This is an optimization exercise on Yosys and OpenROAD, whose aim is small area, not a production implementation.
The RTL was checked by simulation tests, not by an equivalence proof against the original design.
The clock port is modelled as an ideal driver; clocking choices that lean on that would not hold on a real chip.

## P
// sd_block_writer
module sd_block_writer #(
  parameter logic [31:0] START_ADR = 32'h0010_0000,
  parameter logic [31:0] STOP_ADR  = 32'h0010_4000,
  parameter logic [7:0]  PAD_BYTE  = 8'h80
) (
  input  logic        clk,
  input  logic        reset,
  input  logic        start,
  input  logic        flush,
  input  logic [7:0]  in_data,
  input  logic        in_valid,
  output logic        in_ready,
  input  logic        sd_ready,
  input  logic        sd_ready_for_next_byte,
  output logic        sd_wr,
  output logic [7:0]  sd_din,
  output logic [31:0] sd_adr,
  output logic        busy,
  output logic        done,
  output logic [15:0] blocks_written,
  output logic        overflow
);
==> flow/config.mk <==
export PLATFORM = sky130hd
export DESIGN_NAME = sd_block_writer
export DESIGN_NICKNAME = sd_block_writer
export VERILOG_FILES = /design/flow/design.v
export SDC_FILE = /design/flow/constraint.sdc
export NUM_CORES = 4
export LEC_CHECK = 0
export CAP_MARGIN = 0
export CORE_MARGIN = 2
export CORE_UTILIZATION = 70
export PLACE_DENSITY = 0.85
export SLEW_MARGIN = 0
export SYNTH_HIERARCHICAL = 1
export SYNTH_MEMORY_MAX_BITS = 8192
==> flow/constraint.sdc <==
create_clock -name core_clock -period 10.0 [get_ports {clk}]
set_input_delay 2.0000 -clock core_clock [delete_from_list [all_inputs] [get_ports {clk}]]
set_output_delay 2.0000 -clock core_clock [all_outputs]
set_load 0.01 [all_outputs]
standard.sh (not shown) runs the stock make flow with config.mk's settings and CLKGATE_MAP_FILE= SYNTH_SCRIPT=/design/flow/synth_recipe.tcl, a recipe that flattens the netlist after the stock synthesis.
==> flow/flow/run.sh <==
#!/bin/bash
# Standard layout, except:
# - the clock tree: flow/cts_tree.tcl builds it before ORFS's CTS step (recursive bisection of the
#   registers into compact groups, one buffer per group, level by level), and TritonCTS, limited
#   to the clock port's net, then finds only the root buffer on it and leaves the tree alone;
# - the port buffers are the smallest buffer, buf_1.
set -euo pipefail
CT_LEAF_N=22 CT_TREE_N=24 CT_SLEW=0.122 bash standard.sh \
  "BUFFER_PORTS_ARGS=-buffer_cell sky130_fd_sc_hd__buf_1" \
  "PRE_CTS_TCL=$PWD/flow/cts_tree.tcl" \
  "CTS_ARGS=-clk_nets clk -sink_clustering_enable -dont_use_dummy_load -buf_list sky130_fd_sc_hd__clkbuf_16" \
  finish > standard_flow.log 2>&1
==> flow/flow/cts_tree.tcl <==
# Clock tree built by recursive bisection: the clock sinks are split into compact groups of at most
# N sinks, each driven by one buffer at the group's centre; the buffers are grouped the same way,
# level by level, until one root buffer remains, which the clock port drives.
proc ct_bisect {items maxn} {
  set n [llength $items]
  if {$n <= $maxn} { return [list $items] }
  set xs [lsort -integer [lmap s $items {lindex $s 1}]]
  set ys [lsort -integer [lmap s $items {lindex $s 2}]]
  set k [expr {([lindex $xs end] - [lindex $xs 0]) >= ([lindex $ys end] - [lindex $ys 0]) ? 1 : 2}]
  set sorted [lsort -integer -index $k $items]
  set ng [expr {($n + $maxn - 1) / $maxn}]
  set nl [expr {(($ng / 2) * $n + $ng / 2) / $ng}]
  return [concat [ct_bisect [lrange $sorted 0 [expr {$nl-1}]] $maxn] [ct_bisect [lrange $sorted $nl end] $maxn]]
}
# items: {iterm x y}; drives each group from a new buffer; returns the buffers' inputs as items
proc ct_level {items bufname maxn lvl} {
  set block [ord::get_db_block]
  set master [[ord::get_db] findMaster $bufname]
  set out {}
  set i 0
  foreach g [ct_bisect $items $maxn] {
    set sx 0; set sy 0
    foreach s $g { incr sx [lindex $s 1]; incr sy [lindex $s 2] }
    set cx [expr {$sx / [llength $g]}]; set cy [expr {$sy / [llength $g]}]
    set inst [odb::dbInst_create $block $master "ctb_${lvl}_$i"]
    $inst setLocation [expr {$cx - [$master getWidth] / 2}] [expr {$cy - [$master getHeight] / 2}]
    $inst setPlacementStatus PLACED
    set net [odb::dbNet_create $block "ctn_${lvl}_$i"]
    $net setSigType CLOCK
    foreach s $g { set it [lindex $s 0]; $it disconnect; $it connect $net }
    [$inst findITerm X] connect $net
    lappend out [list [$inst findITerm A] $cx $cy]
    incr i
  }
  puts "clock tree level $lvl: [llength $items] loads, $i $bufname"
  return $out
}
proc ct_build {clkname leafbuf leafn treebuf treen} {
  set block [ord::get_db_block]
  set clk [$block findNet $clkname]
  set items {}
  foreach it [$clk getITerms] {
    set b [[$it getInst] getBBox]
    lappend items [list $it [expr {([$b xMin] + [$b xMax]) / 2}] [expr {([$b yMin] + [$b yMax]) / 2}]]
  }
  set items [ct_level $items $leafbuf $leafn 0]
  set lvl 1
  while {[llength $items] > 1} {
    set items [ct_level $items $treebuf $treen $lvl]
    incr lvl
  }
  set it [lindex $items 0 0]
  $it connect $clk
}
# Resize each leaf buffer of the tree to the smallest of sizes whose sinks' clock slew stays at or
# below target (ns), measured on the placement's estimated parasitics.
proc ct_leaf_slew {inst} {
  set m 0
  foreach it [[[$inst findITerm X] getNet] getITerms] {
    if {[$it getInst] eq $inst} continue
    set p [get_pins [[$it getInst] getName]/[[$it getMTerm] getName]]
    set s [get_property $p slew_max]
    if {$s > $m} { set m $s }
  }
  return $m
}
proc ct_fix_leaves {sizes target} {
  estimate_parasitics -placement
  set block [ord::get_db_block]
  set hist [dict create]
  foreach inst [$block getInsts] {
    if {![string match ctb_0_* [$inst getName]]} continue
    set chosen [lindex $sizes end]
    foreach sz $sizes {
      replace_cell [$inst getName] $sz
      if {[ct_leaf_slew $inst] <= $target} { set chosen $sz; break }
    }
    replace_cell [$inst getName] $chosen
    dict incr hist $chosen
  }
  puts "leaf sizes: $hist"
}

# Run as ORFS's PRE_CTS_TCL hook, on the placed design: build the tree, legalize, size the leaves.
# clock_tree_synthesis then finds the clock port driving a single buffer and leaves the tree alone.
set ct_leaf_n   [expr {[info exists ::env(CT_LEAF_N)] ? $::env(CT_LEAF_N) : 21}]
set ct_tree_n   [expr {[info exists ::env(CT_TREE_N)] ? $::env(CT_TREE_N) : 16}]
set ct_target   [expr {[info exists ::env(CT_SLEW)] ? $::env(CT_SLEW) : 0.115}]
ct_build clk sky130_fd_sc_hd__clkbuf_8 $ct_leaf_n sky130_fd_sc_hd__clkbuf_16 $ct_tree_n
set_propagated_clock [all_clocks]
detailed_placement
ct_fix_leaves {sky130_fd_sc_hd__clkbuf_8 sky130_fd_sc_hd__clkbuf_16} $ct_target
diff inputs: P => Q
-- flow/flow/run.sh --
<<< P, line 7
set -euo pipefail
CT_LEAF_N=22 CT_TREE_N=24 CT_SLEW=0.122 bash standard.sh \
  "BUFFER_PORTS_ARGS=-buffer_cell sky130_fd_sc_hd__buf_1" \
>>> Q, line 7
set -euo pipefail
CT_LEAF_N=21 CT_TREE_N=24 CT_SLEW=0.122 bash standard.sh \
  "BUFFER_PORTS_ARGS=-buffer_cell sky130_fd_sc_hd__buf_1" \
--- outcome ---
From P to Q the numbers moved as follows: count of multi-input combinational gates was more or less identical, worst endpoint required time went up 40 ps. Changes observed in Q relative to P: final wirelength saw little to no change; hold slack saw an increase. Q -> P: max-slew violation count delta 0, exact match. Diff Q..P | area growth from synthesis to final layout | negligible. Diff Q and P: maximum frequency lower in P. Taking P as the reference point, the worst endpoint data arrival time of Q falls by 40 ps.


The RTL this note starts from:
==> flow/design.v <==
module sd_block_writer #(
  parameter logic [31:0] START_ADR = 32'h0010_0000,
  parameter logic [31:0] STOP_ADR  = 32'h0010_4000,
  parameter logic [7:0]  PAD_BYTE  = 8'h80
) (
  input  logic        clk,
  input  logic        reset,
  input  logic        start,
  input  logic        flush,
  input  logic [7:0]  in_data,
  input  logic        in_valid,
  output logic        in_ready,
  input  logic        sd_ready,
  input  logic        sd_ready_for_next_byte,
  output logic        sd_wr,
  output logic [7:0]  sd_din,
  output logic [31:0] sd_adr,
  output logic        busy,
  output logic        done,
  output logic [15:0] blocks_written,
  output logic        overflow
);
  localparam int NBLK = (STOP_ADR - START_ADR + 32'd511) / 32'd512;
  localparam int KW   = (NBLK < 2)    ? 1  : (NBLK < 4)    ? 2  : (NBLK < 8)     ? 3  : (NBLK < 16)    ? 4  :
                        (NBLK < 32)   ? 5  : (NBLK < 64)   ? 6  : (NBLK < 128)   ? 7  : (NBLK < 256)   ? 8  :
                        (NBLK < 512)  ? 9  : (NBLK < 1024) ? 10 : (NBLK < 2048)  ? 11 : (NBLK < 4096)  ? 12 :
                        (NBLK < 8192) ? 13 : (NBLK < 16384) ? 14 : (NBLK < 32768) ? 15 : 16;
  localparam logic [3:0] S_IDLE       = 4'd0;
  localparam logic [3:0] S_FILL       = 4'd1;
  localparam logic [3:0] S_PAD        = 4'd2;
  localparam logic [3:0] S_WAIT_READY = 4'd3;
  localparam logic [3:0] S_ISSUE      = 4'd4;
  localparam logic [3:0] S_STREAM     = 4'd5;
  localparam logic [3:0] S_WAIT_DONE  = 4'd6;
  localparam logic [3:0] S_NEXT       = 4'd7;
  localparam logic [3:0] S_DONE       = 4'd8;
  logic [3:0]    r_state;
  logic [3:0]    w_state_nxt;
  logic [7:0]    r_buf [0:511];    
  logic [8:0]    r_cnt;            
  logic [7:0]    r_dout;
  logic [KW-1:0] r_blk;            
  logic          r_started;        
  logic          r_ovf;
  logic          r_flushed;
  logic          r_rfnb_prev;
  logic          w_accept;
  logic          w_edge;
  logic          w_shift;
  logic [7:0]    w_tail;
  logic          w_last;
  logic          w_zero;
  logic          w_first;
  assign w_accept = (r_state == S_FILL) && in_valid;
  assign w_edge   = (r_state == S_STREAM) && sd_ready_for_next_byte && !r_rfnb_prev;
  assign w_last   = (r_cnt == 9'd511);
  assign w_zero   = (r_cnt == 9'd0);
  assign w_first  = (r_state == S_WAIT_READY) && w_zero;
  always_comb begin
    w_state_nxt = r_state;
    in_ready    = 1'b0;
    sd_wr       = 1'b0;
    busy        = 1'b1;
    done        = 1'b0;
    w_shift     = 1'b0;
    w_tail      = in_data;
    case (r_state)
      S_IDLE: begin
        busy = 1'b0;
        if (start) w_state_nxt = S_FILL;
      end
      S_FILL: begin
        in_ready = 1'b1;
        w_shift  = in_valid;
        if (w_accept && w_last)       w_state_nxt = S_WAIT_READY;
        else if (flush) begin
          if (r_cnt == 9'd0 && !w_accept) w_state_nxt = S_DONE;
          else                            w_state_nxt = S_PAD;
        end
      end
      S_PAD: begin
        w_shift = 1'b1;
        w_tail  = PAD_BYTE;
        if (w_last) w_state_nxt = S_WAIT_READY;
      end
      S_WAIT_READY: begin
        w_shift = w_first;
        w_tail  = r_buf[511];
        if (sd_ready) w_state_nxt = S_ISSUE;
      end
      S_ISSUE: begin
        sd_wr = 1'b1;
        if (!sd_ready) w_state_nxt = S_STREAM;
      end
      S_STREAM: begin
        w_shift = w_edge;
        w_tail  = r_buf[511];
        if (w_edge && w_zero) w_state_nxt = S_WAIT_DONE;
      end
      S_WAIT_DONE: begin
        if (sd_ready) w_state_nxt = S_NEXT;
      end
      S_NEXT: begin
        if (r_flushed || r_blk >= KW'(NBLK - 1)) w_state_nxt = S_DONE;
        else                                     w_state_nxt = S_FILL;
      end
      S_DONE: begin
        busy        = 1'b0;
        done        = 1'b1;
        w_state_nxt = S_IDLE;
      end
      default: begin
        busy        = 1'b0;
        w_state_nxt = S_IDLE;
      end
    endcase
  end
  logic [4095:0] w_buf_q;
  logic [4095:0] w_buf_in;
  logic [4095:0] w_buf_d;
  logic          w_keep;
  assign w_keep = !w_shift;
  always_comb begin
    for (int i = 0; i < 512; i++) w_buf_q[8*i +: 8] = r_buf[i];
    w_buf_in[7:0] = w_tail;
    for (int i = 1; i < 512; i++) w_buf_in[8*i +: 8] = r_buf[i-1];
  end
  sd_block_writer_pick #(.W(4096)) u_pick (
    .a(w_buf_in), .sel_a(w_shift), .b(w_buf_q), .sel_b(w_keep), .y(w_buf_d)
  );
  always_ff @(posedge clk) begin
    for (int i = 0; i < 512; i++) r_buf[i] <= w_buf_d[8*i +: 8];
  end
  always_ff @(posedge clk) begin
    if (reset)
      r_dout <= 8'h00;
    else if (w_shift && (r_state == S_WAIT_READY || r_state == S_STREAM))
      r_dout <= r_buf[511];
  end
  always_ff @(posedge clk) begin
    if (reset) begin
      r_state     <= S_IDLE;
      r_cnt       <= 9'd0;
      r_blk       <= '0;
      r_started   <= 1'b0;
      r_ovf       <= 1'b0;
      r_flushed   <= 1'b0;
      r_rfnb_prev <= 1'b0;
    end else begin
      r_state     <= w_state_nxt;
      r_rfnb_prev <= sd_ready_for_next_byte;
      r_cnt       <= r_cnt + {8'd0, w_shift && !(w_edge && w_zero)};
      if (busy && in_valid && !in_ready) r_ovf <= 1'b1;
      case (r_state)
        S_IDLE: begin
          if (start) begin
            r_started <= 1'b1;
            r_blk     <= '0;
            r_ovf     <= 1'b0;
            r_flushed <= 1'b0;
          end
        end
        S_FILL: begin
          if (flush && (w_accept || r_cnt != 9'd0)) r_flushed <= 1'b1;
        end
        S_NEXT:   r_blk <= r_blk + 1'b1;
        default: ;
      endcase
    end
  end
  assign sd_din         = r_dout;
  assign sd_adr         = (r_started ? START_ADR : 32'd0) + {r_blk, 9'd0};
  assign blocks_written = 16'(r_blk);
  assign overflow       = r_ovf;
endmodule
module sd_block_writer_pick #(
  parameter int W = 8
) (
  input  logic [W-1:0] a,
  input  logic         sel_a,
  input  logic [W-1:0] b,
  input  logic         sel_b,
  output logic [W-1:0] y
);
  assign y = (a & {W{sel_a}}) | (b & {W{sel_b}});
endmodule
==> flow/config.mk <==
export PLATFORM = sky130hd
export DESIGN_NAME = sd_block_writer
export DESIGN_NICKNAME = sd_block_writer
export VERILOG_FILES = /design/flow/design.v
export SDC_FILE = /design/flow/constraint.sdc
export NUM_CORES = 4
export LEC_CHECK = 0
export CAP_MARGIN = 0
export CORE_MARGIN = 2
export CORE_UTILIZATION = 70
export SLEW_MARGIN = 0
export SYNTH_HIERARCHICAL = 1
export SYNTH_MEMORY_MAX_BITS = 8192
==> flow/constraint.sdc <==
create_clock -name core_clock -period 10.0 [get_ports {clk}]
set_input_delay 2.0000 -clock core_clock [delete_from_list [all_inputs] [get_ports {clk}]]
set_output_delay 2.0000 -clock core_clock [all_outputs]
set_load 0.01 [all_outputs]
==> flow/flow/run.sh <==
#!/bin/bash
# Standard layout, except:
# - the clock tree: flow/cts_tree.tcl builds it before ORFS's CTS step (recursive bisection of the
#   registers into compact groups, one buffer per group, level by level), and TritonCTS, limited
#   to the clock port's net, then finds only the root buffer on it and leaves the tree alone;
# - the port buffers are the smallest buffer, buf_1.
set -euo pipefail
CT_LEAF_N=21 CT_TREE_N=24 CT_SLEW=0.122 bash standard.sh \
  "BUFFER_PORTS_ARGS=-buffer_cell sky130_fd_sc_hd__buf_1" \
  "PRE_CTS_TCL=$PWD/flow/cts_tree.tcl" \
  "CTS_ARGS=-clk_nets clk -sink_clustering_enable -dont_use_dummy_load -buf_list sky130_fd_sc_hd__clkbuf_16" \
  finish > standard_flow.log 2>&1
Scripts as last shown in full above: flow/flow/cts_tree.tcl
Rerun with:
- CORE_UTILIZATION: 70 -> 74
- PLACE_DENSITY: default -> 0.88
=>
- global-route usage went up by 1.5 points
- die area fell by 5.4%
- synthesized cell count is unchanged
- cell count goes down by 1.3%
- setup slack improves by 0.12 ns
- first-iteration DRC count climbs by 6.3%
- via count increases by 0.83%
- sequential share of layout area went up by 0.13 points
Rerun with:
- PLACE_DENSITY: 0.88 -> default
Result: Final area is about the same. First-iteration DRC count fell by 0.43%. Synthesized cell count is unchanged. Hold slack loses 0.0045 ns. Wire length decreases by 3.3%. Cell count is about the same. Worst setup slack gains 0.72 ns. Via count goes down by 0.78%. Die area does not change.

-- static timing again, ports no longer ideal --
The flow's constraints put no driver on any port. The routed layouts listed below were extracted and timed again, unchanged, in two steps. Step 1 (the two cells are an assumption about what drives the block):
set clk [get_ports {clk}]
set_driving_cell -lib_cell sky130_fd_sc_hd__clkbuf_16 $clk
set_driving_cell -lib_cell sky130_fd_sc_hd__buf_2 [delete_from_list [all_inputs] $clk]
Step 2 adds t to the input delays and takes it off the output delays; t is the mean of the earliest and latest rising clock arrival at the registers after step 1. Input paths then give back, and output paths get back, about the clock's delay inside the block. Slacks: no drivers / after step 1 / after step 2; pairs: no drivers / after step 1.
| run | t, ns | setup WS [ns] | worst slew at a driven data input, ns |
|---|---|---|---|
| P | 0.872 | 4.377 / 4.438 / 3.566 | 0.03 |
| Q | 0.889 | 4.460 / 4.522 / 3.634 | 0.03 |
| the first run of note 2 | 0.899 | 4.090 / 4.156 / 3.256 | 0.05 |
| the second run of note 2 | 0.890 | 4.211 / 4.267 / 3.377 | 0.04 |
| the third run of note 2 | 0.883 | 4.930 / 4.990 / 4.106 | 0.04 |
After both steps every run listed still meets setup and hold.
